This design comes from an exercise in tuning for small area, a short achievable clock period and few clock cycles per item on the open sky130 flow, not from production work. RTL that was checked went through simulation tests only; none was proved equivalent to the original. The RTL of run 1 was laid out without a check of its function. Power figures rest on the tool's default switching activity, not on a simulated workload.

## flow/design.v (module list and top-level ports; edited modules follow where they fit)
// module rhsc_front: 69 lines
// module rhsc_queue: 100 lines
// module rhsc_back: 1572 lines
// module rhsc_fa: 10 lines
// module rolling_hash_substring_counter_top: 67 lines
module rolling_hash_substring_counter_top (
  input  logic        clk,
  input  logic        rst_n,
  input  logic        in_valid,
  output logic        in_ready,
  input  logic [1:0]  in_op,
  input  logic [7:0]  in_char,
  output logic        out_valid,
  input  logic        out_ready,
  output logic        out_match,
  output logic [15:0] out_start,
  output logic [15:0] out_count
);
  // ...
==> flow/run.sh <==
#!/bin/bash
# synth_recipe.tcl (not shown) runs the flow's synth.tcl, then flattens the netlist and writes it again
# the make line also repeats each setting of config.mk as NAME=value (left out here)
make -C /OpenROAD-flow-scripts/flow DESIGN_CONFIG=/design/flow/config.mk WORK_HOME=/design/flow/orfs CLKGATE_MAP_FILE= SYNTH_SCRIPT=/design/flow/synth_recipe.tcl finish
==> flow/config.mk <==
export PLATFORM = sky130hd
export DESIGN_NAME = rolling_hash_substring_counter_top
export DESIGN_NICKNAME = rolling_hash_substring_counter_top
export VERILOG_FILES = /design/flow/design.v
export SDC_FILE = /design/flow/constraint.sdc
export NUM_CORES = 4
export LEC_CHECK = 0
export ABC_CLOCK_PERIOD_IN_PS = 3100
export CAP_MARGIN = 20
export CORE_MARGIN = 2
export CORE_UTILIZATION = 60
export CTS_CLUSTER_DIAMETER = 80
export CTS_CLUSTER_SIZE = 28
export SETUP_SLACK_MARGIN = 3.9
export SLEW_MARGIN = 20
export SYNTH_HIERARCHICAL = 1
export SYNTH_MINIMUM_KEEP_SIZE = 0
==> flow/constraint.sdc <==
create_clock -name core_clock -period 7.0 [get_ports {clk}]
set_input_delay 1.4000 -clock core_clock [delete_from_list [all_inputs] [get_ports {clk}]]
set_output_delay 1.4000 -clock core_clock [all_outputs]
set_load 0.01 [all_outputs]
==> implementation parameters, run 1 <==
Parameter                              Value

Outcome
  Result of the run  no timing/DRC/antenna violations

Power
  Seq pwr share    41.5%
  Switching Power    0.00613 W
  Pwr per Cell Area    338 nW/um^2
  Total internal power    0.0110 W
  Net switching share of the total power    35.8%
  Static Leakage    17.1 nW

Clocking
  Post-CTS clock slew at the launch and capture registers of the worst setup and hold paths    0.10 ns
  Clock buffer count from CTS    between 40 and 50
  Clk Latency, worst-skew pair    0.64 ns
  Hold buffer count at CTS    0
  TritonCTS clock tree    built

Timing
  Count of endpoints failing hold in the final timing report    0
  Aggregate negative setup slack    0 ns

Synth
  Distinct cell type count after synthesis    87
  Cell taking the most area after synthesis    sky130_fd_sc_hd__edfxtp_1
  Area fraction in compound gates after synthesis    7.34%
  Leading post-synthesis cells by instance count    631 x sky130_fd_sc_hd__edfxtp_1, 419 x sky130_fd_sc_hd__fa_1, 288 x sky130_fd_sc_hd__dfxtp_1
  Primary FF master, synth    sky130_fd_sc_hd__edfxtp_1

Routing
  Number of iterations in the first detailed-routing pass    5
  Top routing layer in use    met4
  Met3 Wirelength    7.21 mm

Hold path
  Worst Min Path Start    u_back.s3_elig

Setup path
  R2R Path End    u_back.j_r[31]
  Length in cells of the worst reg-to-reg path    10
  Stages on the worst setup path    10

Floorplanning
  Core area    76100 sq um
  Std cell rows    just over 100

Finish
  Non-filler instance count after layout    between 4000 and 5000
  Number of logic inverters in the finished layout    153
  Filler cell count    5472
  Multi-input gate area    20700 sq um

Global routing
  Wire length of the first global-routing pass    approximately 150 mm
  Via count of the first global-routing pass    25927

Placement
  Count of input and output buffers    48
  Placer congestion estimate    0.922
==> run 2: changes to the inputs <==
--- a/flow/design.v
+++ b/flow/design.v
@@ -190,46 +190,47 @@
   input  logic [3:0] s0_bt,        
   input  logic [3:0] s0_bn,        
   output logic       r_push,
   output logic       r_match,
   output logic       r_restart,
   output logic [6:0] r_klen
 );
   logic [6:0]  klen_r;       
+  logic [5:0]  dsel;         
   logic [31:0] kpow_r;       
   logic [6:0]  fill_r;       
   logic [7:0]  lv_r;         
   logic s1_text, s1_key, s1_clr, s1_key_ok;
   assign s1_text   = s0_valid && (s0_op == rhsc_pkg::OP_TEXT);
   assign s1_key    = s0_valid && (s0_op == rhsc_pkg::OP_KEY);
   assign s1_clr    = s0_valid && (s0_op == rhsc_pkg::OP_CLEAR);
   assign s1_key_ok = s1_key && (klen_r != 7'd64);
   logic leave_r, elig_r;
   always_ff @(posedge clk) begin
     if (!rst_n || s1_clr) begin
       klen_r  <= '0;
+      dsel    <= '1;
       kpow_r  <= rhsc_pkg::INV31;
       fill_r  <= '0;
       leave_r <= 1'b0;
       elig_r  <= 1'b0;
     end else if (s1_key_ok) begin
       klen_r  <= klen_r + 1'b1;
+      dsel    <= klen_r[5:0];
       kpow_r  <= (kpow_r << 5) - kpow_r;
       fill_r  <= klen_r + 1'b1;
       leave_r <= 1'b0;
       elig_r  <= (klen_r == 7'd0);
     end else if (s1_text) begin
       if (fill_r != 7'd0) fill_r <= fill_r - 1'b1;
       leave_r <= elig_r;
       elig_r  <= (klen_r != 7'd0) && (fill_r <= 7'd2);
     end
   end
-  logic [5:0] dsel;
-  assign dsel = 6'(klen_r - 7'd1);
   logic [7:0] seg1  [1];
   logic [7:0] seg2  [2];
   logic [7:0] seg4  [4];
   logic [7:0] seg8  [8];
   logic [7:0] seg16 [16];
   logic [7:0] seg32 [32];
   logic [7:0] m0, m1, m2, m3, m4, m5;
   assign m0 = dsel[0] ? seg1[0]   : s0_chr;
@@ -700,16 +701,17 @@
     s2_elig <= elig_r;
     xa_r    <= xa_nxt;
     xb_r    <= xb_nxt;
     xe_r    <= xe_nxt;
   end
   logic [24:0] nya_r, nyb_r;  
   logic [14-1:0] a_r;       
   logic [31:0] j_r;           
+  logic [3:1]  jc_r;          
   logic [24:0] ya_nxt, yb_nxt;
   logic [14-1:0] a_nxt;
   logic [31:0] ja, jb;
   logic yt_w1;
   logic yt_w2;
   logic yt_w3;
   logic yt_w4;
   logic yt_w5;
@@ -1412,67 +1414,171 @@
   logic jt_w57;
   logic jt_w58;
   logic jt_w59;
   logic jt_w60;
   logic jt_w61;
   logic jt_w62;
   logic jt_w63;
   logic jt_w64;
+  logic jt_w65;
+  logic jt_w66;
+  logic jt_w67;
+  logic jt_w68;
+  logic jt_w69;
+  logic jt_w70;
+  logic jt_w71;
+  logic jt_w72;
+  logic jt_w73;
+  logic jt_w74;
+  logic jt_w75;
+  logic jt_w76;
+  logic jt_w77;
+  logic jt_w78;
+  logic jt_w79;
+  logic jt_w80;
+  logic jt_w81;
+  logic jt_w82;
+  logic jt_w83;
+  logic jt_w84;
+  logic jt_w85;
+  logic jt_w86;
+  logic jt_w87;
+  logic jt_w88;
+  logic jt_w89;
+  logic jt_w90;
+  logic jt_w91;
+  logic jt_w92;
+  logic jt_w93;
+  logic jt_w94;
+  logic jt_w95;
+  logic jt_w96;
+  logic jt_w97;
+  logic jt_w98;
+  logic jt_w99;
+  logic jt_w100;
+  logic jt_w101;
+  logic jt_w102;
+  logic jt_w103;
+  logic jt_w104;
+  logic jt_w105;
+  logic jt_w106;
+  logic jt_w107;
+  logic jt_w108;
+  logic jt_w109;
+  logic jt_w110;
+  logic jt_w111;
   assign jt_w1 = j_r[0] ^ xa_r[0];
   assign jt_w2 = j_r[0] & xa_r[0];
   rhsc_fa u_jt_w3 (.a(j_r[1]), .b(xa_r[1]), .c(xb_r[1]), .s(jt_w3), .co(jt_w4));
   rhsc_fa u_jt_w5 (.a(j_r[2]), .b(xa_r[2]), .c(xb_r[2]), .s(jt_w5), .co(jt_w6));
   rhsc_fa u_jt_w7 (.a(j_r[3]), .b(xa_r[3]), .c(xb_r[3]), .s(jt_w7), .co(jt_w8));
   rhsc_fa u_jt_w9 (.a(j_r[4]), .b(xa_r[4]), .c(xb_r[4]), .s(jt_w9), .co(jt_w10));
   rhsc_fa u_jt_w11 (.a(j_r[5]), .b(xa_r[5]), .c(xb_r[5]), .s(jt_w11), .co(jt_w12));
   rhsc_fa u_jt_w13 (.a(j_r[6]), .b(xa_r[6]), .c(xb_r[6]), .s(jt_w13), .co(jt_w14));
   rhsc_fa u_jt_w15 (.a(j_r[7]), .b(xa_r[7]), .c(xb_r[7]), .s(jt_w15), .co(jt_w16));
   rhsc_fa u_jt_w17 (.a(j_r[8]), .b(xa_r[8]), .c(xb_r[8]), .s(jt_w17), .co(jt_w18));
-  rhsc_fa u_jt_w19 (.a(j_r[9]), .b(xa_r[9]), .c(xb_r[9]), .s(jt_w19), .co(jt_w20));
-  rhsc_fa u_jt_w21 (.a(j_r[10]), .b(xa_r[10]), .c(xb_r[10]), .s(jt_w21), .co(jt_w22));
-  rhsc_fa u_jt_w23 (.a(j_r[11]), .b(xa_r[11]), .c(xb_r[11]), .s(jt_w23), .co(jt_w24));
-  rhsc_fa u_jt_w25 (.a(j_r[12]), .b(xa_r[12]), .c(xb_r[12]), .s(jt_w25), .co(jt_w26));
-  rhsc_fa u_jt_w27 (.a(j_r[13]), .b(xa_r[13]), .c(xb_r[13]), .s(jt_w27), .co(jt_w28));
-  rhsc_fa u_jt_w29 (.a(j_r[14]), .b(xa_r[14]), .c(xb_r[14]), .s(jt_w29), .co(jt_w30));
-  rhsc_fa u_jt_w31 (.a(j_r[15]), .b(xa_r[15]), .c(xb_r[15]), .s(jt_w31), .co(jt_w32));
-  rhsc_fa u_jt_w33 (.a(j_r[16]), .b(xa_r[16]), .c(xb_r[16]), .s(jt_w33), .co(jt_w34));
-  rhsc_fa u_jt_w35 (.a(j_r[17]), .b(xa_r[17]), .c(xb_r[17]), .s(jt_w35), .co(jt_w36));
-  rhsc_fa u_jt_w37 (.a(j_r[18]), .b(xa_r[18]), .c(xb_r[18]), .s(jt_w37), .co(jt_w38));
-  rhsc_fa u_jt_w39 (.a(j_r[19]), .b(xa_r[19]), .c(xb_r[19]), .s(jt_w39), .co(jt_w40));
-  rhsc_fa u_jt_w41 (.a(j_r[20]), .b(xa_r[20]), .c(xb_r[20]), .s(jt_w41), .co(jt_w42));
-  rhsc_fa u_jt_w43 (.a(j_r[21]), .b(xa_r[21]), .c(xb_r[21]), .s(jt_w43), .co(jt_w44));
-  rhsc_fa u_jt_w45 (.a(j_r[22]), .b(xa_r[22]), .c(xb_r[22]), .s(jt_w45), .co(jt_w46));
-  rhsc_fa u_jt_w47 (.a(j_r[23]), .b(xa_r[23]), .c(xb_r[23]), .s(jt_w47), .co(jt_w48));
-  rhsc_fa u_jt_w49 (.a(j_r[24]), .b(xa_r[24]), .c(xb_r[24]), .s(jt_w49), .co(jt_w50));
-  rhsc_fa u_jt_w51 (.a(j_r[25]), .b(xa_r[25]), .c(xb_r[25]), .s(jt_w51), .co(jt_w52));
-  rhsc_fa u_jt_w53 (.a(j_r[26]), .b(xa_r[26]), .c(xb_r[26]), .s(jt_w53), .co(jt_w54));
-  rhsc_fa u_jt_w55 (.a(j_r[27]), .b(xa_r[27]), .c(xb_r[27]), .s(jt_w55), .co(jt_w56));
-  rhsc_fa u_jt_w57 (.a(j_r[28]), .b(xa_r[28]), .c(xb_r[28]), .s(jt_w57), .co(jt_w58));
-  rhsc_fa u_jt_w59 (.a(j_r[29]), .b(xa_r[29]), .c(xb_r[29]), .s(jt_w59), .co(jt_w60));
-  rhsc_fa u_jt_w61 (.a(j_r[30]), .b(xa_r[30]), .c(xb_r[30]), .s(jt_w61), .co(jt_w62));
-  assign jt_w63 = j_r[31] ^ xa_r[31] ^ xb_r[31];
-  assign jt_w64 = xe_r[0] ^ xe_r[1] ^ jt_w63;
-  assign ja = {jt_w62, jt_w60, jt_w58, jt_w56, jt_w54, jt_w52, jt_w50, jt_w48, jt_w46, jt_w44, jt_w42, jt_w40, jt_w38, jt_w36, jt_w34, jt_w32, jt_w30, jt_w28, jt_w26, jt_w24, jt_w22, jt_w20, jt_w18, jt_w16, jt_w14, jt_w12, jt_w10, jt_w8, jt_w6, jt_w4, jt_w2, xb_r[0]};
-  assign jb = {jt_w64, jt_w61, jt_w59, jt_w57, jt_w55, jt_w53, jt_w51, jt_w49, jt_w47, jt_w45, jt_w43, jt_w41, jt_w39, jt_w37, jt_w35, jt_w33, jt_w31, jt_w29, jt_w27, jt_w25, jt_w23, jt_w21, jt_w19, jt_w17, jt_w15, jt_w13, jt_w11, jt_w9, jt_w7, jt_w5, jt_w3, jt_w1};
+  assign jt_w19 = jc_r[1] ^ jt_w16;
+  assign jt_w20 = jc_r[1] & jt_w16;
+  rhsc_fa u_jt_w21 (.a(j_r[9]), .b(xa_r[9]), .c(xb_r[9]), .s(jt_w21), .co(jt_w22));
+  assign jt_w23 = jt_w18 ^ jt_w21;
+  assign jt_w24 = jt_w18 & jt_w21;
+  rhsc_fa u_jt_w25 (.a(j_r[10]), .b(xa_r[10]), .c(xb_r[10]), .s(jt_w25), .co(jt_w26));
+  assign jt_w27 = jt_w22 ^ jt_w25;
+  assign jt_w28 = jt_w22 & jt_w25;
+  rhsc_fa u_jt_w29 (.a(j_r[11]), .b(xa_r[11]), .c(xb_r[11]), .s(jt_w29), .co(jt_w30));
+  assign jt_w31 = jt_w26 ^ jt_w29;
+  assign jt_w32 = jt_w26 & jt_w29;
+  rhsc_fa u_jt_w33 (.a(j_r[12]), .b(xa_r[12]), .c(xb_r[12]), .s(jt_w33), .co(jt_w34));
+  assign jt_w35 = jt_w30 ^ jt_w33;
+  assign jt_w36 = jt_w30 & jt_w33;
+  rhsc_fa u_jt_w37 (.a(j_r[13]), .b(xa_r[13]), .c(xb_r[13]), .s(jt_w37), .co(jt_w38));
+  assign jt_w39 = jt_w34 ^ jt_w37;
+  assign jt_w40 = jt_w34 & jt_w37;
+  rhsc_fa u_jt_w41 (.a(j_r[14]), .b(xa_r[14]), .c(xb_r[14]), .s(jt_w41), .co(jt_w42));
+  assign jt_w43 = jt_w38 ^ jt_w41;
+  assign jt_w44 = jt_w38 & jt_w41;
+  rhsc_fa u_jt_w45 (.a(j_r[15]), .b(xa_r[15]), .c(xb_r[15]), .s(jt_w45), .co(jt_w46));
+  assign jt_w47 = jt_w42 ^ jt_w45;
+  assign jt_w48 = jt_w42 & jt_w45;
+  rhsc_fa u_jt_w49 (.a(j_r[16]), .b(xa_r[16]), .c(xb_r[16]), .s(jt_w49), .co(jt_w50));
+  rhsc_fa u_jt_w51 (.a(jc_r[2]), .b(jt_w46), .c(jt_w49), .s(jt_w51), .co(jt_w52));
+  rhsc_fa u_jt_w53 (.a(j_r[17]), .b(xa_r[17]), .c(xb_r[17]), .s(jt_w53), .co(jt_w54));
+  assign jt_w55 = jt_w50 ^ jt_w53;
+  assign jt_w56 = jt_w50 & jt_w53;
+  rhsc_fa u_jt_w57 (.a(j_r[18]), .b(xa_r[18]), .c(xb_r[18]), .s(jt_w57), .co(jt_w58));
+  assign jt_w59 = jt_w54 ^ jt_w57;
+  assign jt_w60 = jt_w54 & jt_w57;
+  rhsc_fa u_jt_w61 (.a(j_r[19]), .b(xa_r[19]), .c(xb_r[19]), .s(jt_w61), .co(jt_w62));
+  assign jt_w63 = jt_w58 ^ jt_w61;
+  assign jt_w64 = jt_w58 & jt_w61;
+  rhsc_fa u_jt_w65 (.a(j_r[20]), .b(xa_r[20]), .c(xb_r[20]), .s(jt_w65), .co(jt_w66));
+  assign jt_w67 = jt_w62 ^ jt_w65;
+  assign jt_w68 = jt_w62 & jt_w65;
+  rhsc_fa u_jt_w69 (.a(j_r[21]), .b(xa_r[21]), .c(xb_r[21]), .s(jt_w69), .co(jt_w70));
+  assign jt_w71 = jt_w66 ^ jt_w69;
+  assign jt_w72 = jt_w66 & jt_w69;
+  rhsc_fa u_jt_w73 (.a(j_r[22]), .b(xa_r[22]), .c(xb_r[22]), .s(jt_w73), .co(jt_w74));
+  assign jt_w75 = jt_w70 ^ jt_w73;
+  assign jt_w76 = jt_w70 & jt_w73;
+  rhsc_fa u_jt_w77 (.a(j_r[23]), .b(xa_r[23]), .c(xb_r[23]), .s(jt_w77), .co(jt_w78));
+  assign jt_w79 = jt_w74 ^ jt_w77;
+  assign jt_w80 = jt_w74 & jt_w77;
+  rhsc_fa u_jt_w81 (.a(j_r[24]), .b(xa_r[24]), .c(xb_r[24]), .s(jt_w81), .co(jt_w82));
+  rhsc_fa u_jt_w83 (.a(jc_r[3]), .b(jt_w78), .c(jt_w81), .s(jt_w83), .co(jt_w84));
+  rhsc_fa u_jt_w85 (.a(j_r[25]), .b(xa_r[25]), .c(xb_r[25]), .s(jt_w85), .co(jt_w86));
+  assign jt_w87 = jt_w82 ^ jt_w85;
+  assign jt_w88 = jt_w82 & jt_w85;
+  rhsc_fa u_jt_w89 (.a(j_r[26]), .b(xa_r[26]), .c(xb_r[26]), .s(jt_w89), .co(jt_w90));
+  assign jt_w91 = jt_w86 ^ jt_w89;
+  assign jt_w92 = jt_w86 & jt_w89;
+  rhsc_fa u_jt_w93 (.a(j_r[27]), .b(xa_r[27]), .c(xb_r[27]), .s(jt_w93), .co(jt_w94));
+  assign jt_w95 = jt_w90 ^ jt_w93;
+  assign jt_w96 = jt_w90 & jt_w93;
+  rhsc_fa u_jt_w97 (.a(j_r[28]), .b(xa_r[28]), .c(xb_r[28]), .s(jt_w97), .co(jt_w98));
+  assign jt_w99 = jt_w94 ^ jt_w97;
+  assign jt_w100 = jt_w94 & jt_w97;
+  rhsc_fa u_jt_w101 (.a(j_r[29]), .b(xa_r[29]), .c(xb_r[29]), .s(jt_w101), .co(jt_w102));
+  assign jt_w103 = jt_w98 ^ jt_w101;
+  assign jt_w104 = jt_w98 & jt_w101;
+  rhsc_fa u_jt_w105 (.a(j_r[30]), .b(xa_r[30]), .c(xb_r[30]), .s(jt_w105), .co(jt_w106));
+  assign jt_w107 = jt_w102 ^ jt_w105;
+  assign jt_w108 = jt_w102 & jt_w105;
+  assign jt_w109 = j_r[31] ^ xa_r[31] ^ xb_r[31];
+  assign jt_w110 = xe_r[0] ^ xe_r[1] ^ jt_w109;
+  assign jt_w111 = jt_w106 ^ jt_w108 ^ jt_w110;
+  assign ja = {jt_w111, jt_w104, jt_w100, jt_w96, jt_w92, jt_w88, jt_w87, jt_w80, jt_w76, jt_w72, jt_w68, jt_w64, jt_w60, jt_w56, jt_w55, jt_w48, jt_w44, jt_w40, jt_w36, jt_w32, jt_w28, jt_w24, jt_w20, jt_w17, jt_w14, jt_w12, jt_w10, jt_w8, jt_w6, jt_w4, jt_w2, xb_r[0]};
+  assign jb = {1'b0, jt_w107, jt_w103, jt_w99, jt_w95, jt_w91, jt_w84, jt_w83, jt_w79, jt_w75, jt_w71, jt_w67, jt_w63, jt_w59, jt_w52, jt_w51, jt_w47, jt_w43, jt_w39, jt_w35, jt_w31, jt_w27, jt_w23, jt_w19, jt_w15, jt_w13, jt_w11, jt_w9, jt_w7, jt_w5, jt_w3, jt_w1};
   always_ff @(posedge clk) begin
     if (!rst_n || s2_clr || s2_key) begin
       nya_r <= '1;
       nyb_r <= '1;
     end else if (s2_text) begin
       nya_r <= ~ya_nxt;
       nyb_r <= ~yb_nxt;
     end
   end
   always_ff @(posedge clk) a_r <= a_nxt;
+  logic [31:0] j_nxt;
+  logic [3:1]  jc_nxt;
+  always_comb begin
+    for (int b = 0; b < 4; b++) begin
+      logic [8:0] blk;
+      blk = {1'b0, ja[8*b +: 8]} + {1'b0, jb[8*b +: 8]};
+      j_nxt[8*b +: 8] = blk[7:0];
+      if (b < 3) jc_nxt[b+1] = blk[8];
+    end
+  end
   always_ff @(posedge clk) begin
     if (!rst_n || s2_clr) begin
-      j_r <= '0;
+      j_r  <= '0;
+      jc_r <= '0;
     end else if (s2_key) begin
-      j_r <= ja + jb;
+      j_r  <= j_nxt;
+      jc_r <= jc_nxt;
     end
   end
   logic s3_text, s3_key, s3_clr, s3_elig;
   always_ff @(posedge clk) begin
     if (!rst_n) begin
       s3_text <= 1'b0;
       s3_key  <= 1'b0;
       s3_clr  <= 1'b0;
@@ -1630,16 +1736,89 @@
   logic ct_w133;
   logic ct_w134;
   logic ct_w135;
   logic ct_w136;
   logic ct_w137;
   logic ct_w138;
   logic ct_w139;
   logic ct_w140;
+  logic ct_w141;
+  logic ct_w142;
+  logic ct_w143;
+  logic ct_w144;
+  logic ct_w145;
+  logic ct_w146;
+  logic ct_w147;
+  logic ct_w148;
+  logic ct_w149;
+  logic ct_w150;
+  logic ct_w151;
+  logic ct_w152;
+  logic ct_w153;
+  logic ct_w154;
+  logic ct_w155;
+  logic ct_w156;
+  logic ct_w157;
+  logic ct_w158;
+  logic ct_w159;
+  logic ct_w160;
+  logic ct_w161;
+  logic ct_w162;
+  logic ct_w163;
+  logic ct_w164;
+  logic ct_w165;
+  logic ct_w166;
+  logic ct_w167;
+  logic ct_w168;
+  logic ct_w169;
+  logic ct_w170;
+  logic ct_w171;
+  logic ct_w172;
+  logic ct_w173;
+  logic ct_w174;
+  logic ct_w175;
+  logic ct_w176;
+  logic ct_w177;
+  logic ct_w178;
+  logic ct_w179;
+  logic ct_w180;
+  logic ct_w181;
+  logic ct_w182;
+  logic ct_w183;
+  logic ct_w184;
+  logic ct_w185;
+  logic ct_w186;
+  logic ct_w187;
+  logic ct_w188;
+  logic ct_w189;
+  logic ct_w190;
+  logic ct_w191;
+  logic ct_w192;
+  logic ct_w193;
+  logic ct_w194;
+  logic ct_w195;
+  logic ct_w196;
+  logic ct_w197;
+  logic ct_w198;
+  logic ct_w199;
+  logic ct_w200;
+  logic ct_w201;
+  logic ct_w202;
+  logic ct_w203;
+  logic ct_w204;
+  logic ct_w205;
+  logic ct_w206;
+  logic ct_w207;
+  logic ct_w208;
+  logic ct_w209;
+  logic ct_w210;
+  logic ct_w211;
+  logic ct_w212;
+  logic ct_w213;
   assign ct_w1 = nya_r[0] ^ nyb_r[0];
   assign ct_w2 = nya_r[0] & nyb_r[0];
   assign ct_w3 = 1'b1 ^ nya_r[1] ^ nyb_r[1];
   assign ct_w4 = (1'b1 & nya_r[1]) | (1'b1 & nyb_r[1]) | (nya_r[1] & nyb_r[1]);
   assign ct_w5 = nj[1] ^ ct_w2;
   assign ct_w6 = nj[1] & ct_w2;
   rhsc_fa u_ct_w7 (.a(nya_r[2]), .b(nyb_r[2]), .c(nj[2]), .s(ct_w7), .co(ct_w8));
   assign ct_w9 = ct_w4 ^ ct_w6;
@@ -1651,77 +1830,145 @@
   assign ct_w17 = ct_w12 ^ ct_w15;
   assign ct_w18 = ct_w12 & ct_w15;
   rhsc_fa u_ct_w19 (.a(nya_r[5]), .b(nyb_r[5]), .c(nj[5]), .s(ct_w19), .co(ct_w20));
   rhsc_fa u_ct_w21 (.a(j_r[0]), .b(ct_w16), .c(ct_w19), .s(ct_w21), .co(ct_w22));
   rhsc_fa u_ct_w23 (.a(nya_r[6]), .b(nyb_r[6]), .c(nj[6]), .s(ct_w23), .co(ct_w24));
   rhsc_fa u_ct_w25 (.a(j_r[1]), .b(ct_w20), .c(ct_w23), .s(ct_w25), .co(ct_w26));
   rhsc_fa u_ct_w27 (.a(nya_r[7]), .b(nyb_r[7]), .c(nj[7]), .s(ct_w27), .co(ct_w28));
   rhsc_fa u_ct_w29 (.a(j_r[2]), .b(ct_w24), .c(ct_w27), .s(ct_w29), .co(ct_w30));
-  rhsc_fa u_ct_w31 (.a(nya_r[8]), .b(nyb_r[8]), .c(nj[8]), .s(ct_w31), .co(ct_w32));
-  rhsc_fa u_ct_w33 (.a(j_r[3]), .b(ct_w28), .c(ct_w31), .s(ct_w33), .co(ct_w34));
-  rhsc_fa u_ct_w35 (.a(nya_r[9]), .b(nyb_r[9]), .c(nj[9]), .s(ct_w35), .co(ct_w36));
-  rhsc_fa u_ct_w37 (.a(j_r[4]), .b(ct_w32), .c(ct_w35), .s(ct_w37), .co(ct_w38));
-  rhsc_fa u_ct_w39 (.a(nya_r[10]), .b(nyb_r[10]), .c(nj[10]), .s(ct_w39), .co(ct_w40));
-  rhsc_fa u_ct_w41 (.a(j_r[5]), .b(ct_w36), .c(ct_w39), .s(ct_w41), .co(ct_w42));
-  rhsc_fa u_ct_w43 (.a(nya_r[11]), .b(nyb_r[11]), .c(nj[11]), .s(ct_w43), .co(ct_w44));
-  rhsc_fa u_ct_w45 (.a(j_r[6]), .b(ct_w40), .c(ct_w43), .s(ct_w45), .co(ct_w46));
-  rhsc_fa u_ct_w47 (.a(nya_r[12]), .b(nyb_r[12]), .c(nj[12]), .s(ct_w47), .co(ct_w48));
-  rhsc_fa u_ct_w49 (.a(j_r[7]), .b(ct_w44), .c(ct_w47), .s(ct_w49), .co(ct_w50));
-  rhsc_fa u_ct_w51 (.a(nya_r[13]), .b(nyb_r[13]), .c(nj[13]), .s(ct_w51), .co(ct_w52));
-  rhsc_fa u_ct_w53 (.a(j_r[8]), .b(ct_w48), .c(ct_w51), .s(ct_w53), .co(ct_w54));
-  rhsc_fa u_ct_w55 (.a(nya_r[14]), .b(nyb_r[14]), .c(nj[14]), .s(ct_w55), .co(ct_w56));
-  rhsc_fa u_ct_w57 (.a(j_r[9]), .b(ct_w52), .c(ct_w55), .s(ct_w57), .co(ct_w58));
-  rhsc_fa u_ct_w59 (.a(nya_r[15]), .b(nyb_r[15]), .c(nj[15]), .s(ct_w59), .co(ct_w60));
-  rhsc_fa u_ct_w61 (.a(j_r[10]), .b(ct_w56), .c(ct_w59), .s(ct_w61), .co(ct_w62));
-  rhsc_fa u_ct_w63 (.a(nya_r[16]), .b(nyb_r[16]), .c(nj[16]), .s(ct_w63), .co(ct_w64));
-  rhsc_fa u_ct_w65 (.a(j_r[11]), .b(ct_w60), .c(ct_w63), .s(ct_w65), .co(ct_w66));
-  rhsc_fa u_ct_w67 (.a(nya_r[17]), .b(nyb_r[17]), .c(nj[17]), .s(ct_w67), .co(ct_w68));
-  rhsc_fa u_ct_w69 (.a(j_r[12]), .b(ct_w64), .c(ct_w67), .s(ct_w69), .co(ct_w70));
-  rhsc_fa u_ct_w71 (.a(nya_r[18]), .b(nyb_r[18]), .c(nj[18]), .s(ct_w71), .co(ct_w72));
-  rhsc_fa u_ct_w73 (.a(j_r[13]), .b(ct_w68), .c(ct_w71), .s(ct_w73), .co(ct_w74));
-  rhsc_fa u_ct_w75 (.a(nya_r[19]), .b(nyb_r[19]), .c(nj[19]), .s(ct_w75), .co(ct_w76));
-  rhsc_fa u_ct_w77 (.a(j_r[14]), .b(ct_w72), .c(ct_w75), .s(ct_w77), .co(ct_w78));
-  rhsc_fa u_ct_w79 (.a(nya_r[20]), .b(nyb_r[20]), .c(nj[20]), .s(ct_w79), .co(ct_w80));
-  rhsc_fa u_ct_w81 (.a(j_r[15]), .b(ct_w76), .c(ct_w79), .s(ct_w81), .co(ct_w82));
-  rhsc_fa u_ct_w83 (.a(nya_r[21]), .b(nyb_r[21]), .c(nj[21]), .s(ct_w83), .co(ct_w84));
-  rhsc_fa u_ct_w85 (.a(j_r[16]), .b(ct_w80), .c(ct_w83), .s(ct_w85), .co(ct_w86));
-  rhsc_fa u_ct_w87 (.a(nya_r[22]), .b(nyb_r[22]), .c(nj[22]), .s(ct_w87), .co(ct_w88));
-  rhsc_fa u_ct_w89 (.a(j_r[17]), .b(ct_w84), .c(ct_w87), .s(ct_w89), .co(ct_w90));
-  rhsc_fa u_ct_w91 (.a(nya_r[23]), .b(nyb_r[23]), .c(nj[23]), .s(ct_w91), .co(ct_w92));
-  rhsc_fa u_ct_w93 (.a(j_r[18]), .b(ct_w88), .c(ct_w91), .s(ct_w93), .co(ct_w94));
-  rhsc_fa u_ct_w95 (.a(nya_r[24]), .b(nyb_r[24]), .c(nj[24]), .s(ct_w95), .co(ct_w96));
-  rhsc_fa u_ct_w97 (.a(j_r[19]), .b(ct_w92), .c(ct_w95), .s(ct_w97), .co(ct_w98));
-  rhsc_fa u_ct_w99 (.a(nj[25]), .b(j_r[20]), .c(~a_r[0]), .s(ct_w99), .co(ct_w100));
-  rhsc_fa u_ct_w101 (.a(~a_r[1]), .b(t_r[0]), .c(ct_w96), .s(ct_w101), .co(ct_w102));
-  assign ct_w103 = ct_w99 ^ ct_w98;
-  assign ct_w104 = ct_w99 & ct_w98;
-  rhsc_fa u_ct_w105 (.a(nj[26]), .b(j_r[21]), .c(~a_r[2]), .s(ct_w105), .co(ct_w106));
-  rhsc_fa u_ct_w107 (.a(~a_r[3]), .b(t_r[1]), .c(ct_w100), .s(ct_w107), .co(ct_w108));
-  rhsc_fa u_ct_w109 (.a(ct_w105), .b(ct_w102), .c(ct_w107), .s(ct_w109), .co(ct_w110));
-  rhsc_fa u_ct_w111 (.a(nj[27]), .b(j_r[22]), .c(~a_r[4]), .s(ct_w111), .co(ct_w112));
-  rhsc_fa u_ct_w113 (.a(~a_r[5]), .b(t_r[2]), .c(ct_w106), .s(ct_w113), .co(ct_w114));
-  rhsc_fa u_ct_w115 (.a(ct_w111), .b(ct_w108), .c(ct_w113), .s(ct_w115), .co(ct_w116));
-  rhsc_fa u_ct_w117 (.a(nj[28]), .b(j_r[23]), .c(~a_r[6]), .s(ct_w117), .co(ct_w118));
-  rhsc_fa u_ct_w119 (.a(~a_r[7]), .b(t_r[3]), .c(ct_w112), .s(ct_w119), .co(ct_w120));
-  rhsc_fa u_ct_w121 (.a(ct_w117), .b(ct_w114), .c(ct_w119), .s(ct_w121), .co(ct_w122));
-  rhsc_fa u_ct_w123 (.a(nj[29]), .b(j_r[24]), .c(~a_r[8]), .s(ct_w123), .co(ct_w124));
-  rhsc_fa u_ct_w125 (.a(~a_r[9]), .b(t_r[4]), .c(ct_w118), .s(ct_w125), .co(ct_w126));
-  rhsc_fa u_ct_w127 (.a(ct_w123), .b(ct_w120), .c(ct_w125), .s(ct_w127), .co(ct_w128));
-  rhsc_fa u_ct_w129 (.a(nj[30]), .b(j_r[25]), .c(~a_r[10]), .s(ct_w129), .co(ct_w130));
-  rhsc_fa u_ct_w131 (.a(~a_r[11]), .b(t_r[5]), .c(t_r[0]), .s(ct_w131), .co(ct_w132));
-  rhsc_fa u_ct_w133 (.a(ct_w124), .b(ct_w129), .c(ct_w131), .s(ct_w133), .co(ct_w134));
-  assign ct_w135 = ct_w126 ^ ct_w133;
-  assign ct_w136 = ct_w126 & ct_w133;
-  assign ct_w137 = nj[31] ^ j_r[26] ^ ~a_r[12];
-  assign ct_w138 = ~a_r[13] ^ t_r[6] ^ t_r[1];
-  assign ct_w139 = ct_w137 ^ ct_w138 ^ ct_w130;
-  assign ct_w140 = ct_w132 ^ ct_w139 ^ ct_w134;
-  assign ca = {ct_w136, ct_w135, ct_w122, ct_w116, ct_w110, ct_w104, ct_w101, ct_w94, ct_w90, ct_w86, ct_w82, ct_w78, ct_w74, ct_w70, ct_w66, ct_w62, ct_w58, ct_w54, ct_w50, ct_w46, ct_w42, ct_w38, ct_w34, ct_w30, ct_w26, ct_w22, ct_w18, ct_w14, ct_w10, ct_w7, ct_w5, nj[0]};
-  assign cb = {ct_w140, ct_w128, ct_w127, ct_w121, ct_w115, ct_w109, ct_w103, ct_w97, ct_w93, ct_w89, ct_w85, ct_w81, ct_w77, ct_w73, ct_w69, ct_w65, ct_w61, ct_w57, ct_w53, ct_w49, ct_w45, ct_w41, ct_w37, ct_w33, ct_w29, ct_w25, ct_w21, ct_w17, ct_w13, ct_w9, ct_w3, ct_w1};
+  assign ct_w31 = 1'b1 ^ nya_r[8] ^ nyb_r[8];
+  assign ct_w32 = (1'b1 & nya_r[8]) | (1'b1 & nyb_r[8]) | (nya_r[8] & nyb_r[8]);
+  rhsc_fa u_ct_w33 (.a(nj[8]), .b(j_r[3]), .c(~jc_r[1]), .s(ct_w33), .co(ct_w34));
+  rhsc_fa u_ct_w35 (.a(ct_w28), .b(ct_w31), .c(ct_w33), .s(ct_w35), .co(ct_w36));
+  assign ct_w37 = 1'b1 ^ nya_r[9] ^ nyb_r[9];
+  assign ct_w38 = (1'b1 & nya_r[9]) | (1'b1 & nyb_r[9]) | (nya_r[9] & nyb_r[9]);
+  rhsc_fa u_ct_w39 (.a(nj[9]), .b(j_r[4]), .c(ct_w32), .s(ct_w39), .co(ct_w40));
+  rhsc_fa u_ct_w41 (.a(ct_w34), .b(ct_w37), .c(ct_w36), .s(ct_w41), .co(ct_w42));
+  assign ct_w43 = 1'b1 ^ nya_r[10] ^ nyb_r[10];
+  assign ct_w44 = (1'b1 & nya_r[10]) | (1'b1 & nyb_r[10]) | (nya_r[10] & nyb_r[10]);
+  rhsc_fa u_ct_w45 (.a(nj[10]), .b(j_r[5]), .c(ct_w38), .s(ct_w45), .co(ct_w46));
+  rhsc_fa u_ct_w47 (.a(ct_w43), .b(ct_w40), .c(ct_w45), .s(ct_w47), .co(ct_w48));
+  assign ct_w49 = 1'b1 ^ nya_r[11] ^ nyb_r[11];
+  assign ct_w50 = (1'b1 & nya_r[11]) | (1'b1 & nyb_r[11]) | (nya_r[11] & nyb_r[11]);
+  rhsc_fa u_ct_w51 (.a(nj[11]), .b(j_r[6]), .c(ct_w44), .s(ct_w51), .co(ct_w52));
+  rhsc_fa u_ct_w53 (.a(ct_w49), .b(ct_w46), .c(ct_w51), .s(ct_w53), .co(ct_w54));
+  assign ct_w55 = 1'b1 ^ nya_r[12] ^ nyb_r[12];
+  assign ct_w56 = (1'b1 & nya_r[12]) | (1'b1 & nyb_r[12]) | (nya_r[12] & nyb_r[12]);
+  rhsc_fa u_ct_w57 (.a(nj[12]), .b(j_r[7]), .c(ct_w50), .s(ct_w57), .co(ct_w58));
+  rhsc_fa u_ct_w59 (.a(ct_w55), .b(ct_w52), .c(ct_w57), .s(ct_w59), .co(ct_w60));
+  assign ct_w61 = 1'b1 ^ nya_r[13] ^ nyb_r[13];
+  assign ct_w62 = (1'b1 & nya_r[13]) | (1'b1 & nyb_r[13]) | (nya_r[13] & nyb_r[13]);
+  rhsc_fa u_ct_w63 (.a(nj[13]), .b(j_r[8]), .c(jc_r[1]), .s(ct_w63), .co(ct_w64));
+  rhsc_fa u_ct_w65 (.a(ct_w56), .b(ct_w61), .c(ct_w63), .s(ct_w65), .co(ct_w66));
+  assign ct_w67 = ct_w58 ^ ct_w65;
+  assign ct_w68 = ct_w58 & ct_w65;
+  assign ct_w69 = 1'b1 ^ nya_r[14] ^ nyb_r[14];
+  assign ct_w70 = (1'b1 & nya_r[14]) | (1'b1 & nyb_r[14]) | (nya_r[14] & nyb_r[14]);
+  rhsc_fa u_ct_w71 (.a(nj[14]), .b(j_r[9]), .c(ct_w62), .s(ct_w71), .co(ct_w72));
+  rhsc_fa u_ct_w73 (.a(ct_w64), .b(ct_w69), .c(ct_w66), .s(ct_w73), .co(ct_w74));
+  assign ct_w75 = ct_w71 ^ ct_w68;
+  assign ct_w76 = ct_w71 & ct_w68;
+  assign ct_w77 = 1'b1 ^ nya_r[15] ^ nyb_r[15];
+  assign ct_w78 = (1'b1 & nya_r[15]) | (1'b1 & nyb_r[15]) | (nya_r[15] & nyb_r[15]);
+  rhsc_fa u_ct_w79 (.a(nj[15]), .b(j_r[10]), .c(ct_w70), .s(ct_w79), .co(ct_w80));
+  rhsc_fa u_ct_w81 (.a(ct_w77), .b(ct_w72), .c(ct_w79), .s(ct_w81), .co(ct_w82));
+  assign ct_w83 = ct_w74 ^ ct_w76;
+  assign ct_w84 = ct_w74 & ct_w76;
+  rhsc_fa u_ct_w85 (.a(nya_r[16]), .b(nyb_r[16]), .c(nj[16]), .s(ct_w85), .co(ct_w86));
+  rhsc_fa u_ct_w87 (.a(j_r[11]), .b(~jc_r[2]), .c(ct_w78), .s(ct_w87), .co(ct_w88));
+  rhsc_fa u_ct_w89 (.a(ct_w85), .b(ct_w80), .c(ct_w87), .s(ct_w89), .co(ct_w90));
+  assign ct_w91 = ct_w82 ^ ct_w89;
+  assign ct_w92 = ct_w82 & ct_w89;
+  assign ct_w93 = 1'b1 ^ nya_r[17] ^ nyb_r[17];
+  assign ct_w94 = (1'b1 & nya_r[17]) | (1'b1 & nyb_r[17]) | (nya_r[17] & nyb_r[17]);
+  rhsc_fa u_ct_w95 (.a(nj[17]), .b(j_r[12]), .c(ct_w86), .s(ct_w95), .co(ct_w96));
+  rhsc_fa u_ct_w97 (.a(ct_w93), .b(ct_w88), .c(ct_w95), .s(ct_w97), .co(ct_w98));
+  assign ct_w99 = ct_w90 ^ ct_w97;
+  assign ct_w100 = ct_w90 & ct_w97;
+  assign ct_w101 = 1'b1 ^ nya_r[18] ^ nyb_r[18];
+  assign ct_w102 = (1'b1 & nya_r[18]) | (1'b1 & nyb_r[18]) | (nya_r[18] & nyb_r[18]);
+  rhsc_fa u_ct_w103 (.a(nj[18]), .b(j_r[13]), .c(ct_w94), .s(ct_w103), .co(ct_w104));
+  rhsc_fa u_ct_w105 (.a(ct_w101), .b(ct_w96), .c(ct_w103), .s(ct_w105), .co(ct_w106));
+  assign ct_w107 = ct_w98 ^ ct_w105;
+  assign ct_w108 = ct_w98 & ct_w105;
+  assign ct_w109 = 1'b1 ^ nya_r[19] ^ nyb_r[19];
+  assign ct_w110 = (1'b1 & nya_r[19]) | (1'b1 & nyb_r[19]) | (nya_r[19] & nyb_r[19]);
+  rhsc_fa u_ct_w111 (.a(nj[19]), .b(j_r[14]), .c(ct_w102), .s(ct_w111), .co(ct_w112));
+  rhsc_fa u_ct_w113 (.a(ct_w109), .b(ct_w104), .c(ct_w111), .s(ct_w113), .co(ct_w114));
+  assign ct_w115 = ct_w106 ^ ct_w113;
+  assign ct_w116 = ct_w106 & ct_w113;
+  assign ct_w117 = 1'b1 ^ nya_r[20] ^ nyb_r[20];
+  assign ct_w118 = (1'b1 & nya_r[20]) | (1'b1 & nyb_r[20]) | (nya_r[20] & nyb_r[20]);
+  rhsc_fa u_ct_w119 (.a(nj[20]), .b(j_r[15]), .c(ct_w110), .s(ct_w119), .co(ct_w120));
+  rhsc_fa u_ct_w121 (.a(ct_w117), .b(ct_w112), .c(ct_w119), .s(ct_w121), .co(ct_w122));
+  assign ct_w123 = ct_w114 ^ ct_w121;
+  assign ct_w124 = ct_w114 & ct_w121;
+  assign ct_w125 = 1'b1 ^ nya_r[21] ^ nyb_r[21];
+  assign ct_w126 = (1'b1 & nya_r[21]) | (1'b1 & nyb_r[21]) | (nya_r[21] & nyb_r[21]);
+  rhsc_fa u_ct_w127 (.a(nj[21]), .b(j_r[16]), .c(jc_r[2]), .s(ct_w127), .co(ct_w128));
+  rhsc_fa u_ct_w129 (.a(ct_w118), .b(ct_w125), .c(ct_w127), .s(ct_w129), .co(ct_w130));
+  rhsc_fa u_ct_w131 (.a(ct_w120), .b(ct_w129), .c(ct_w122), .s(ct_w131), .co(ct_w132));
+  assign ct_w133 = 1'b1 ^ nya_r[22] ^ nyb_r[22];
+  assign ct_w134 = (1'b1 & nya_r[22]) | (1'b1 & nyb_r[22]) | (nya_r[22] & nyb_r[22]);
+  rhsc_fa u_ct_w135 (.a(nj[22]), .b(j_r[17]), .c(ct_w126), .s(ct_w135), .co(ct_w136));
+  rhsc_fa u_ct_w137 (.a(ct_w128), .b(ct_w133), .c(ct_w130), .s(ct_w137), .co(ct_w138));
+  assign ct_w139 = ct_w135 ^ ct_w137;
+  assign ct_w140 = ct_w135 & ct_w137;
+  assign ct_w141 = 1'b1 ^ nya_r[23] ^ nyb_r[23];
+  assign ct_w142 = (1'b1 & nya_r[23]) | (1'b1 & nyb_r[23]) | (nya_r[23] & nyb_r[23]);
+  rhsc_fa u_ct_w143 (.a(nj[23]), .b(j_r[18]), .c(ct_w134), .s(ct_w143), .co(ct_w144));
+  rhsc_fa u_ct_w145 (.a(ct_w141), .b(ct_w136), .c(ct_w143), .s(ct_w145), .co(ct_w146));
+  assign ct_w147 = ct_w138 ^ ct_w145;
+  assign ct_w148 = ct_w138 & ct_w145;
+  rhsc_fa u_ct_w149 (.a(nya_r[24]), .b(nyb_r[24]), .c(nj[24]), .s(ct_w149), .co(ct_w150));
+  rhsc_fa u_ct_w151 (.a(j_r[19]), .b(~jc_r[3]), .c(ct_w142), .s(ct_w151), .co(ct_w152));
+  rhsc_fa u_ct_w153 (.a(ct_w149), .b(ct_w144), .c(ct_w151), .s(ct_w153), .co(ct_w154));
+  assign ct_w155 = ct_w146 ^ ct_w153;
+  assign ct_w156 = ct_w146 & ct_w153;
+  assign ct_w157 = 1'b1 ^ nj[25] ^ j_r[20];
+  assign ct_w158 = (1'b1 & nj[25]) | (1'b1 & j_r[20]) | (nj[25] & j_r[20]);
+  rhsc_fa u_ct_w159 (.a(~a_r[0]), .b(~a_r[1]), .c(t_r[0]), .s(ct_w159), .co(ct_w160));
+  rhsc_fa u_ct_w161 (.a(ct_w150), .b(ct_w157), .c(ct_w159), .s(ct_w161), .co(ct_w162));
+  rhsc_fa u_ct_w163 (.a(ct_w152), .b(ct_w161), .c(ct_w154), .s(ct_w163), .co(ct_w164));
+  assign ct_w165 = 1'b1 ^ nj[26] ^ j_r[21];
+  assign ct_w166 = (1'b1 & nj[26]) | (1'b1 & j_r[21]) | (nj[26] & j_r[21]);
+  rhsc_fa u_ct_w167 (.a(~a_r[2]), .b(~a_r[3]), .c(t_r[1]), .s(ct_w167), .co(ct_w168));
+  rhsc_fa u_ct_w169 (.a(ct_w158), .b(ct_w160), .c(ct_w165), .s(ct_w169), .co(ct_w170));
+  rhsc_fa u_ct_w171 (.a(ct_w167), .b(ct_w162), .c(ct_w169), .s(ct_w171), .co(ct_w172));
+  assign ct_w173 = 1'b1 ^ nj[27] ^ j_r[22];
+  assign ct_w174 = (1'b1 & nj[27]) | (1'b1 & j_r[22]) | (nj[27] & j_r[22]);
+  rhsc_fa u_ct_w175 (.a(~a_r[4]), .b(~a_r[5]), .c(t_r[2]), .s(ct_w175), .co(ct_w176));
+  rhsc_fa u_ct_w177 (.a(ct_w166), .b(ct_w168), .c(ct_w173), .s(ct_w177), .co(ct_w178));
+  rhsc_fa u_ct_w179 (.a(ct_w175), .b(ct_w170), .c(ct_w177), .s(ct_w179), .co(ct_w180));
+  assign ct_w181 = 1'b1 ^ nj[28] ^ j_r[23];
+  assign ct_w182 = (1'b1 & nj[28]) | (1'b1 & j_r[23]) | (nj[28] & j_r[23]);
+  rhsc_fa u_ct_w183 (.a(~a_r[6]), .b(~a_r[7]), .c(t_r[3]), .s(ct_w183), .co(ct_w184));
+  rhsc_fa u_ct_w185 (.a(ct_w174), .b(ct_w176), .c(ct_w181), .s(ct_w185), .co(ct_w186));
+  rhsc_fa u_ct_w187 (.a(ct_w183), .b(ct_w178), .c(ct_w185), .s(ct_w187), .co(ct_w188));
+  assign ct_w189 = 1'b1 ^ nj[29] ^ j_r[24];
+  assign ct_w190 = (1'b1 & nj[29]) | (1'b1 & j_r[24]) | (nj[29] & j_r[24]);
+  rhsc_fa u_ct_w191 (.a(jc_r[3]), .b(~a_r[8]), .c(~a_r[9]), .s(ct_w191), .co(ct_w192));
+  rhsc_fa u_ct_w193 (.a(t_r[4]), .b(ct_w182), .c(ct_w184), .s(ct_w193), .co(ct_w194));
+  rhsc_fa u_ct_w195 (.a(ct_w189), .b(ct_w191), .c(ct_w186), .s(ct_w195), .co(ct_w196));
+  assign ct_w197 = ct_w193 ^ ct_w188;
+  assign ct_w198 = ct_w193 & ct_w188;
+  assign ct_w199 = 1'b1 ^ nj[30] ^ j_r[25];
+  assign ct_w200 = (1'b1 & nj[30]) | (1'b1 & j_r[25]) | (nj[30] & j_r[25]);
+  rhsc_fa u_ct_w201 (.a(~a_r[10]), .b(~a_r[11]), .c(t_r[5]), .s(ct_w201), .co(ct_w202));
+  rhsc_fa u_ct_w203 (.a(t_r[0]), .b(ct_w190), .c(ct_w192), .s(ct_w203), .co(ct_w204));
+  rhsc_fa u_ct_w205 (.a(ct_w199), .b(ct_w201), .c(ct_w194), .s(ct_w205), .co(ct_w206));
+  rhsc_fa u_ct_w207 (.a(ct_w203), .b(ct_w196), .c(ct_w205), .s(ct_w207), .co(ct_w208));
+  assign ct_w209 = 1'b1 ^ nj[31] ^ j_r[26];
+  assign ct_w210 = ~a_r[12] ^ ~a_r[13] ^ t_r[6];
+  assign ct_w211 = t_r[1] ^ ct_w209 ^ ct_w210;
+  assign ct_w212 = ct_w200 ^ ct_w202 ^ ct_w211;
+  assign ct_w213 = ct_w204 ^ ct_w212 ^ ct_w206;
+  assign ca = {ct_w213, ct_w198, ct_w195, ct_w180, ct_w172, ct_w171, ct_w156, ct_w148, ct_w140, ct_w139, ct_w124, ct_w116, ct_w108, ct_w100, ct_w92, ct_w84, ct_w81, ct_w73, ct_w67, ct_w54, ct_w48, ct_w42, ct_w39, ct_w30, ct_w26, ct_w22, ct_w18, ct_w14, ct_w10, ct_w7, ct_w5, nj[0]};
+  assign cb = {ct_w208, ct_w207, ct_w197, ct_w187, ct_w179, ct_w164, ct_w163, ct_w155, ct_w147, ct_w132, ct_w131, ct_w123, ct_w115, ct_w107, ct_w99, ct_w91, ct_w83, ct_w75, ct_w60, ct_w59, ct_w53, ct_w47, ct_w41, ct_w35, ct_w29, ct_w25, ct_w21, ct_w17, ct_w13, ct_w9, ct_w3, ct_w1};
   logic       restart_r;
   logic [6:0] klen3_r;
   always_ff @(posedge clk) begin
     if (!rst_n) begin
       restart_r <= 1'b1;
       klen3_r   <= '0;
     end else begin
       if (s3_clr) klen3_r <= '0;
==> flow/config.mk (replaced) <==
export PLATFORM = sky130hd
export DESIGN_NAME = rolling_hash_substring_counter_top
export DESIGN_NICKNAME = rolling_hash_substring_counter_top
export VERILOG_FILES = /design/flow/design.v
export SDC_FILE = /design/flow/constraint.sdc
export NUM_CORES = 4
export LEC_CHECK = 0
export ABC_CLOCK_PERIOD_IN_PS = 3000
export CAP_MARGIN = 20
export CORE_MARGIN = 2
export CORE_UTILIZATION = 60
export CTS_CLUSTER_DIAMETER = 80
export CTS_CLUSTER_SIZE = 28
export SETUP_SLACK_MARGIN = 4.0
export SLEW_MARGIN = 20
export SYNTH_HIERARCHICAL = 1
export SYNTH_MINIMUM_KEEP_SIZE = 0
==> run 2 against run 1 <==
- clock power grew 3%
- sequential share of layout area shrank 0.16 points
- non-clock buffer count shrank 17
- global-route usage shrank 1.2 points
- routed wire length shrank 3.3%
- sequential cell count grew 9
- clock skew grew 0.0045 ns
- worst hold slack gained 0.025 ns
- register-to-register slack lost 0.02 ns
==> implementation parameters, run 2 <==
Parameter                              Value

Synth
  Syn_area_per_cell    14.1 sq um
  Distinct cell type count after synthesis    78 (-10%)
  Synth top area share    between 40% and 50%
  Number of enable-type register cells in the synthesized netlist    around 630
  Primary FF master, synth    sky130_fd_sc_hd__edfxtp_1
  Cell with the most instances after synthesis    sky130_fd_sc_hd__edfxtp_1
  Leading post-synthesis cells by instance count    631 x sky130_fd_sc_hd__edfxtp_1, 429 x sky130_fd_sc_hd__fa_1, 297 x sky130_fd_sc_hd__dfxtp_1
  Net Count, Synth    3912
  FF+latch count, synth    928
  Number of warnings reported in the yosys synthesis log    15
  Share of the yosys chip area belonging to registers    53.4%
  Summed instance area of the synthesized netlist    about 47000 sq um
  Top cells by area, synth    sky130_fd_sc_hd__edfxtp_1 41%, sky130_fd_sc_hd__fa_1 18%, sky130_fd_sc_hd__dfxtp_1 13%
  Cell taking the most area after synthesis    sky130_fd_sc_hd__edfxtp_1
  Async set or reset register ratio after synthesis    0%
  Cell count after synthesis    3301

Placement
  Count of input and output buffers    48 (unchanged)
  Placer congestion estimate    0.932 (+1.1%)
  DPL Wire Length    65.9 mm
  Number of cells in the design after placement    4271
  Worst slack at placement    3.01 ns

Routing
  Vias per inst    5.71
  Number of iterations in the first detailed-routing pass    8 (+3)
  DR DRC count    0
  DR vias    ~25000
  Routed wire length    95.7 mm
  Detailed-route wire length per cell    21.6 um
  Number of DRC markers in iteration 0    2056
  Count of antenna-violating nets left after detailed routing    0

Clocking
  Hold buffer count at CTS    0 (unchanged)
  TritonCTS clock tree    built
  CTS sink cnt    928
  Longest Clk Path Bufs    3
  Number of levels the H-tree was split into    2
  Clock buffer count from CTS    48 (+4.3%)
  Root cell of the clock tree    sky130_fd_sc_hd__clkbuf_16
  Clk Latency, worst-skew pair    0.64 ns (about the same)
  Post-CTS clock slew at the launch and capture registers of the worst setup and hold paths    0.09 ns (about the same)

Finish
  Largest register by flop count    u_back.seg32
  Most frequent cells in the layout    631 x sky130_fd_sc_hd__edfxtp_1, 360 x sky130_fd_sc_hd__fa_1, 234 x sky130_fd_sc_hd__xnor2_1
  Layout overhead on the synthesized area    9.51%
  Non-filler instance count after layout    4433 (-0.38%)
  Flip-flop count of the largest register after layout    256
  Post-layout nets    slightly below 4000
  Filler cell count    5621 (+2.7%)
  Leading cell type in the layout, fill and taps excluded    sky130_fd_sc_hd__edfxtp_1
  Proportion of layout cells with a drive suffix above 1    between 10% and 20%
  Biggest regs    u_back.seg32 x256, u_back.seg16 x128, u_back.seg8 x64

Global routing
  Total track usage    24.2%
  Via count of the first global-routing pass    25115 (-3.1%)
  Aggregate global routing overflow    0
  Maximum number of pins on one net before global-route repair    between 150 and 200
  Number of antenna violations at the first check in global routing    0
  Wire length of the first global-routing pass    146 mm (-3.9%)

Floorplanning
  X dimension of the die    283 um
  Boundary pin count    49
  Initial Util    60.4%
  Core area    77200 sq um (+1.5%)
  Std cell rows    102 (+0.99%)
  Full die area    between 70000 and 80000 sq um
  Y dimension of the die    283 um

Power
  Clk pwr share    19.6%
  Max rail drop VDD    0.215 mV
  Total internal power    0.0107 W (-2.6%)
  Net switching share of the total power    34.6% (-1.2 points)
  Switching Power    0.00566 W (-7.7%)
  Pwr per Cell Area    321 nW/um^2 (-5.1%)
  Static Leakage    18.1 nW (+5.8%)
  Combinational cell fraction of total power    37.5%
  Seq pwr share    43.0% (+1.5 points)

Hold path
  Hold Path Class    reg2reg

Setup path
  Stage delay of the slowest cell on the critical path    between 0.5 and 0.6 ns
  Critical path fanouts, max    2
  Cells traversed along the worst timing path    fa_1 -> fa_2 -> ha_4 -> inv_2 -> fa_2 -> nor2b_2 -> o21ai_2 -> a21boi_2 -> o21ai_2 -> a21boi_2 -> o21ai_1 -> a311oi_1
  Critical path start-end classification    reg2reg
  CP Data Arrival Time    3.68 ns
  Standard cell with the maximum stage delay on the critical path    sky130_fd_sc_hd__fa_2
  Kind of end point of the critical path    register
  Required time of the critical path    between 7 and 8 ns
  Worst setup SP type    register

Timing
  Tightest hold margin    0.361 ns
  Top achievable clock speed    318 MHz
  Unrepaired setup endpoints after global routing    true
  Worst Skew    0.0356 ns
  Share of the cycle needed by the critical path after routing    45.0%
  Worst path setup slack after routing    3.85 ns
  Transition time of the tightest slew-check pin    about 1.0 ns
  Count of endpoints failing hold in the final timing report    0 (unchanged)
  Aggregate negative setup slack    0 ns (unchanged)
  Setup Viol. Count Final    0
  Max-slew violation count    0
  Relative slew margins    30.9%
  Post-layout min period    3.15 ns

Outcome
  Result of the run  no timing/DRC/antenna violations

Flow run
  Count of maximum capacitance violations    0
-- run 2: cell count changes after synthesis, moves of 12 or more --
cell | previous run | this run
sky130_fd_sc_hd__o21ai_0 | 123 | 77
sky130_fd_sc_hd__o21ai_1 | 5 | 21
sky130_fd_sc_hd__mux2_2 | 35 | 11
sky130_fd_sc_hd__buf_2 | 22 | 3
sky130_fd_sc_hd__nor2_1 | 156 | 129
sky130_fd_sc_hd__nand2_1 | 240 | 228
sky130_fd_sc_hd__xnor2_1 | 251 | 237
sky130_fd_sc_hd__ha_1 | 117 | 168
sky130_fd_sc_hd__inv_1 | 152 | 209
sky130_fd_sc_hd__a21oi_1 | 109 | 73
sky130_fd_sc_hd__mux2_4 | 0 | 41
-- run 2: worst max-delay path, delay by kind of cell, from the launching register on --
kind / cells / cell delay, ns
DFF: 1 / 0.38
AOI/OAI and AO/OA: 6 / 0.91
and+or+nand+nor: 1 / 0.13
adders and majority gates: 4 / 1.58
buffers and inverters: 1 / 0.05
-- run 2: through the flow --
step | instance area (sq um) | total power (W) | util [%]
CTS | 50300 | 0.0162 | 65.2
global placement | 48000 | 0.0126 | 62.2
global route | 51000 | 0.0175 | 66.1
detailed placement | 48000 | 0.0128 | 62.2
floorplan | 46700 | 0.0112 | -
finish | 51000 | 0.0164 | 66.1
-- run 2: cells by family after synthesis --
kind of cell               after synthesis  synth area share [%]
DFF                                    928                  53.4
adders and majority gates              597                  22.9
and+or+nand+nor                        583                  5.80
AOI/OAI and AO/OA                      421                  5.98
buffers and inverters                  354                  3.10
xor gates and xnor gates               313                  5.88
muxes                                  103                  2.87
other                                    2                0.0161
-- run 2: worst paths after layout --
check | start | endpoint | slack, ns | cells past startpoint
setup / recovery | u_back.xb_r[16] | u_back.jc_r[3] | 3.85 | 12
hold / removal | u_back.restart_r | u_back.s4_rs | 0.36 | 0
setup reg to reg | u_back.xb_r[16] | u_back.jc_r[3] | 3.85 | 12
hold reg to reg | u_back.restart_r | u_back.s4_rs | 0.36 | 0
-- run 2: layer usage --
layer / share of wire, % / GRT usage (%) / wire [um] / vias up
li1: - / - / - / 11542
met5: 0 / 0 / 0 / -
met4: 2.1 / 5.63 / 2000 / 0
met2: 45 / 36.3 / 43200 / 630
met3: 6.0 / 4.13 / 5720 / 108
met1: 47 / 37.2 / 44800 / 13017
-- run 2: cell type report --
type / instances / area (sq um) / share of cell area (%)
multi-input combinational: 2019 / 20800 / 40.7
clock inverter: 22 / 314 / 0.615
timing repair buffer: 141 / 1340 / 2.63
tap: 1040 / 1300 / 2.55
antenna: 1 / 2.50 / 0.00490
clock buffer: 67 / 1280 / 2.51
sequential: 928 / 25200 / 49.4
inverter: 215 / 815 / 1.60
-- run 2: power by group through the flow --
| stage | Combinational (W) | Sequential [W] | Clock, W |
|---|---|---|---|
| after floorplan | 0.00425 | 0.00690 | 0 |
| after detailed placement | 0.00565 | 0.00716 | 0 |
| after global routing | 0.00690 | 0.00710 | 0.00349 |
| final | 0.00614 | 0.00703 | 0.00320 |
| after CTS | 0.00585 | 0.00702 | 0.00332 |
| after global placement | 0.00545 | 0.00715 | 0 |
-- run 2: Yosys stat by module, one instance, submodules excluded, a selection --
module      cell area, sq um  times used
rhsc_fa                 20.0         416
rhsc_queue              6200           1
rhsc_front               862           1
rhsc_back              31200           1
-- run 2: timing repair --
item / 4_1_cts / 5_1_grt
pin swaps: 13 / 48
setup buffers: 43 / 27
gates resized for setup: 191 / 146
setup endpoints to repair: 174 / 78
Testbench counts of run 2, summed over its fixed seeds: cycles 24,812, items 22,232.
==> run 3: changes to the inputs <==
--- a/flow/config.mk
+++ b/flow/config.mk
@@ -5,13 +5,13 @@
 export SDC_FILE = /design/flow/constraint.sdc
 export NUM_CORES = 4
 export LEC_CHECK = 0
-export ABC_CLOCK_PERIOD_IN_PS = 3000
+export ABC_CLOCK_PERIOD_IN_PS = 3100
 export CAP_MARGIN = 20
 export CORE_MARGIN = 2
 export CORE_UTILIZATION = 60
 export CTS_CLUSTER_DIAMETER = 80
 export CTS_CLUSTER_SIZE = 28
-export SETUP_SLACK_MARGIN = 4.0
+export SETUP_SLACK_MARGIN = 3.9
 export SLEW_MARGIN = 20
 export SYNTH_HIERARCHICAL = 1
 export SYNTH_MINIMUM_KEEP_SIZE = 0
==> run 3 against run 2 <==
- register-to-register slack better by 0.04 ns
- clock skew decreased by 0.0052 ns
- utilization fell by 0.18 points
- first-iteration DRC count up 3.1%
- die area stayed put
- synthesized cell count is the same
- non-clock buffer count is 6 higher
- worst hold slack got worse by 0.013 ns
- count of clock-buffer cells in the layout increased by 1
- fmax increased by 1.4%
- largest power group unchanged
==> implementation parameters, run 3 <==
Parameter                              Value

Timing
  Aggregate negative setup slack    0 ns (unchanged)
  Worst path setup slack after routing    3.89 ns (+0.0420 ns)
  Top achievable clock speed    322 MHz (+1.4%)
  Share of the cycle needed by the critical path after routing    44.4% (-0.60 points)
  Unrepaired setup endpoints after global routing    true
  Max-slew violation count    0 (unchanged)
  Transition time of the tightest slew-check pin    1.08 ns (+0.0514 ns)
  Count of endpoints failing hold in the final timing report    0 (unchanged)
  Setup Viol. Count Final    0 (unchanged)
  Relative slew margins    27.9% (-3.1 points)
  Post-layout min period    3.11 ns (-0.0420 ns)
  Tightest hold margin    0.348 ns (-0.0135 ns)
  Worst Skew    0.0304 ns (-0.00517 ns)

Clocking
  Hold buffer count at CTS    0 (unchanged)
  Post-CTS clock slew at the launch and capture registers of the worst setup and hold paths    0.10 ns (about the same)
  Clock buffer count from CTS    48 (unchanged)
  CTS sink cnt    928 (unchanged)
  Root cell of the clock tree    sky130_fd_sc_hd__clkbuf_16
  Longest Clk Path Bufs    3 (unchanged)
  TritonCTS clock tree    built
  Number of levels the H-tree was split into    2 (unchanged)
  Clk Latency, worst-skew pair    0.64 ns (about the same)

Setup path
  Kind of end point of the critical path    register
  Critical path fanouts, max    2 (unchanged)
  Reg-to-reg startpoint    u_back.xb_r[16]
  Required time of the critical path    7.52 ns (about the same)
  Worst reg2reg setup slack    3.89 ns (+0.04 ns)
  R2R Path End    u_back.j_r[23]
  Critical path start-end classification    reg2reg
  Worst setup SP type    register
  Length in cells of the worst reg-to-reg path    10 (-2)
  CP Data Arrival Time    3.63 ns (-0.05 ns)
  Critical path startpoint    u_back.xb_r[16]

Synth
  FF+latch count, synth    928 (unchanged)
  Syn_area_per_cell    14.1 sq um (unchanged)
  Cell with the most instances after synthesis    sky130_fd_sc_hd__edfxtp_1
  Cell taking the most area after synthesis    sky130_fd_sc_hd__edfxtp_1
  Cell count after synthesis    3301 (unchanged)
  Primary FF master, synth    sky130_fd_sc_hd__edfxtp_1
  Distinct cell type count after synthesis    78 (unchanged)
  Top cells by area, synth    sky130_fd_sc_hd__edfxtp_1 41%, sky130_fd_sc_hd__fa_1 18%, sky130_fd_sc_hd__dfxtp_1 13%
  Share of the yosys chip area belonging to registers    53.4% (unchanged)
  Async set or reset register ratio after synthesis    0% (unchanged)
  Number of enable-type register cells in the synthesized netlist    631 (unchanged)
  Net Count, Synth    3912 (unchanged)
  Summed instance area of the synthesized netlist    46600 sq um (unchanged)
  Leading post-synthesis cells by instance count    631 x sky130_fd_sc_hd__edfxtp_1, 429 x sky130_fd_sc_hd__fa_1, 297 x sky130_fd_sc_hd__dfxtp_1
  Synth top area share    40.7% (unchanged)
  Number of warnings reported in the yosys synthesis log    15 (unchanged)

Routing
  DR DRC count    0 (unchanged)
  Vias per inst    5.69 (-0.25%)
  Number of DRC markers in iteration 0    2119 (+3.1%)
  Routed wire length    95.9 mm (+0.19%)
  DR vias    25279 (-0.071%)
  Detailed-route wire length per cell    21.6 um (about the same)
  Number of iterations in the first detailed-routing pass    5 (-3)
  Count of antenna-violating nets left after detailed routing    0 (unchanged)

Outcome
  Result of the run  no timing/DRC/antenna violations

Global routing
  Aggregate global routing overflow    0 (unchanged)
  Via count of the first global-routing pass    25150 (+0.14%)
  Total track usage    24.2% (about the same)
  Number of antenna violations at the first check in global routing    2 (+2)
  Maximum number of pins on one net before global-route repair    233 (+37%)
  Wire length of the first global-routing pass    146 mm (about the same)

Power
  Overall Power    0.0163 W (-0.68%)
  Static Leakage    18.0 nW (-0.44%)
  Pwr per Cell Area    320 nW/um^2 (-0.40%)
  Max rail drop VDD    0.213 mV (-0.63%)

Placement
  Count of input and output buffers    48 (unchanged)
  Placer congestion estimate    0.895 (-4.0%)
  DPL Wire Length    66.4 mm (+0.71%)
  Worst slack at placement    2.76 ns (-0.251 ns)

Floorplanning
  X dimension of the die    283 um (unchanged)
  Boundary pin count    49 (unchanged)
  Full die area    79900 sq um (unchanged)
  Core area    77200 sq um (unchanged)
  Initial Util    60.4% (unchanged)
  Y dimension of the die    283 um (unchanged)
  Std cell rows    102 (unchanged)

Hold path
  Worst hold path stage count    0 (unchanged)
  End point of the most critical hold path    u_back.s3_elig
  Hold Path Class    reg2reg
  Worst Min Path Start    u_back.s2_elig

Finish
  Largest register by flop count    u_back.seg32
  Post-layout nets    3971 (+0.18%)
  Proportion of layout cells with a drive suffix above 1    13.3% (-1.2 points)
  Most frequent cells in the layout    631 x sky130_fd_sc_hd__edfxtp_1, 379 x sky130_fd_sc_hd__fa_1, 235 x sky130_fd_sc_hd__xnor2_1
  Share of the core filled with cells    65.9% (-0.18 points)
  Layout overhead on the synthesized area    9.21%
  Biggest regs    u_back.seg32 x256, u_back.seg16 x128, u_back.seg8 x64
  Leading cell type in the layout, fill and taps excluded    sky130_fd_sc_hd__edfxtp_1
  Flip-flop count of the largest register after layout    256 (unchanged)

Flow run
  Count of maximum capacitance violations    0 (unchanged)
[run 3: cell counts after synthesis]
Identical to the previous run, type by type.
[run 3: cell type report]
cell class / count / area [sq um]
Tap cell: 1040 / 1300
Inverter: 215 / 815
Multi-Input combinational cell: 2020 / 20600
Sequential cell: 928 / 25200
Clock buffer: 68 / 1310
Antenna cell: 1 / 2.50
Fill cell: 5607 / 26300
Timing Repair Buffer: 147 / 1300
Clock inverter: 22 / 359
[run 3: Yosys stat by module, one instance, submodules excluded, a selection]
| module | times used | cell area (sq um) |
|---|---|---|
| rhsc_back | 1 | 31200 |
| rhsc_queue | 1 | 6200 |
| rhsc_front | 1 | 862 |
| rhsc_fa | 416 | 20.0 |
[run 3: stage by stage]
stage | instances | instance area [sq um]
global placement | 4270 | 48000
CTS | 4371 | 50100
floorplan | 3301 | 46600
finish | 4441 | 50900
detailed placement | 4270 | 48000
global route | 4440 | 50900
[run 3: logic make-up (layout without fill, tap and decap cells)]
kind of cell	after synthesis	after routing	share of synthesized area (%)
and+or+nand+nor	583	583	5.80
other	2	3	0.0161
DFF	928	928	53.4
buffers and inverters	354	452	3.10
AOI/OAI and AO/OA	421	422	5.98
muxes	103	103	2.87
adders and majority gates	597	597	22.9
xor gates and xnor gates	313	313	5.88
[run 3: how the worst max path moves through the flow]
| stage | slack, ns | cells past startpoint | endpoint |
|---|---|---|---|
| finish | 3.89 | 10 | u_back.j_r[23] |
| global route | 3.74 | 10 | u_back.j_r[23] |
| CTS | 3.85 | 10 | u_back.j_r[23] |
| detailed placement | 2.76 | 6 | u_back.kpow_r[28] |
| global placement | 2.83 | 5 | u_back.kpow_r[29] |
| floorplan | -1.66 | 2 | u_back.lv_r[0] |
[run 3: critical path: stages, from the launching register on]
cell                        delay [ns]
sky130_fd_sc_hd__dfxtp_4          0.37
sky130_fd_sc_hd__fa_1             0.47
sky130_fd_sc_hd__fa_1             0.41
sky130_fd_sc_hd__ha_1             0.31
sky130_fd_sc_hd__a21o_1           0.20
sky130_fd_sc_hd__a21oi_2          0.17
sky130_fd_sc_hd__o21ai_1          0.11
sky130_fd_sc_hd__a2111oi_2        0.36
sky130_fd_sc_hd__nor3_2           0.10
sky130_fd_sc_hd__nor4b_1          0.16
sky130_fd_sc_hd__a311o_1          0.33
[run 3: report_power, final]
part	total [W]	internal (W)	switching (W)
logic	0.00588	0.00278	0.00310
registers	0.00710	0.00644	0.000656
clock network	0.00329	0.00142	0.00187
[run 3: repair_timing]
item,CTS,global route
pin swaps,6,33
gates cloned,1,0
setup endpoints to repair,208,63
buffers inserted,10,68
resized for setup,156,124
[run 3: layer usage]
layer  track usage, %  share of wire [%]
met3             5.08                6.5
met5                0                  0
met2             36.0                 45
met1             37.1                 47
met4             5.06                1.9
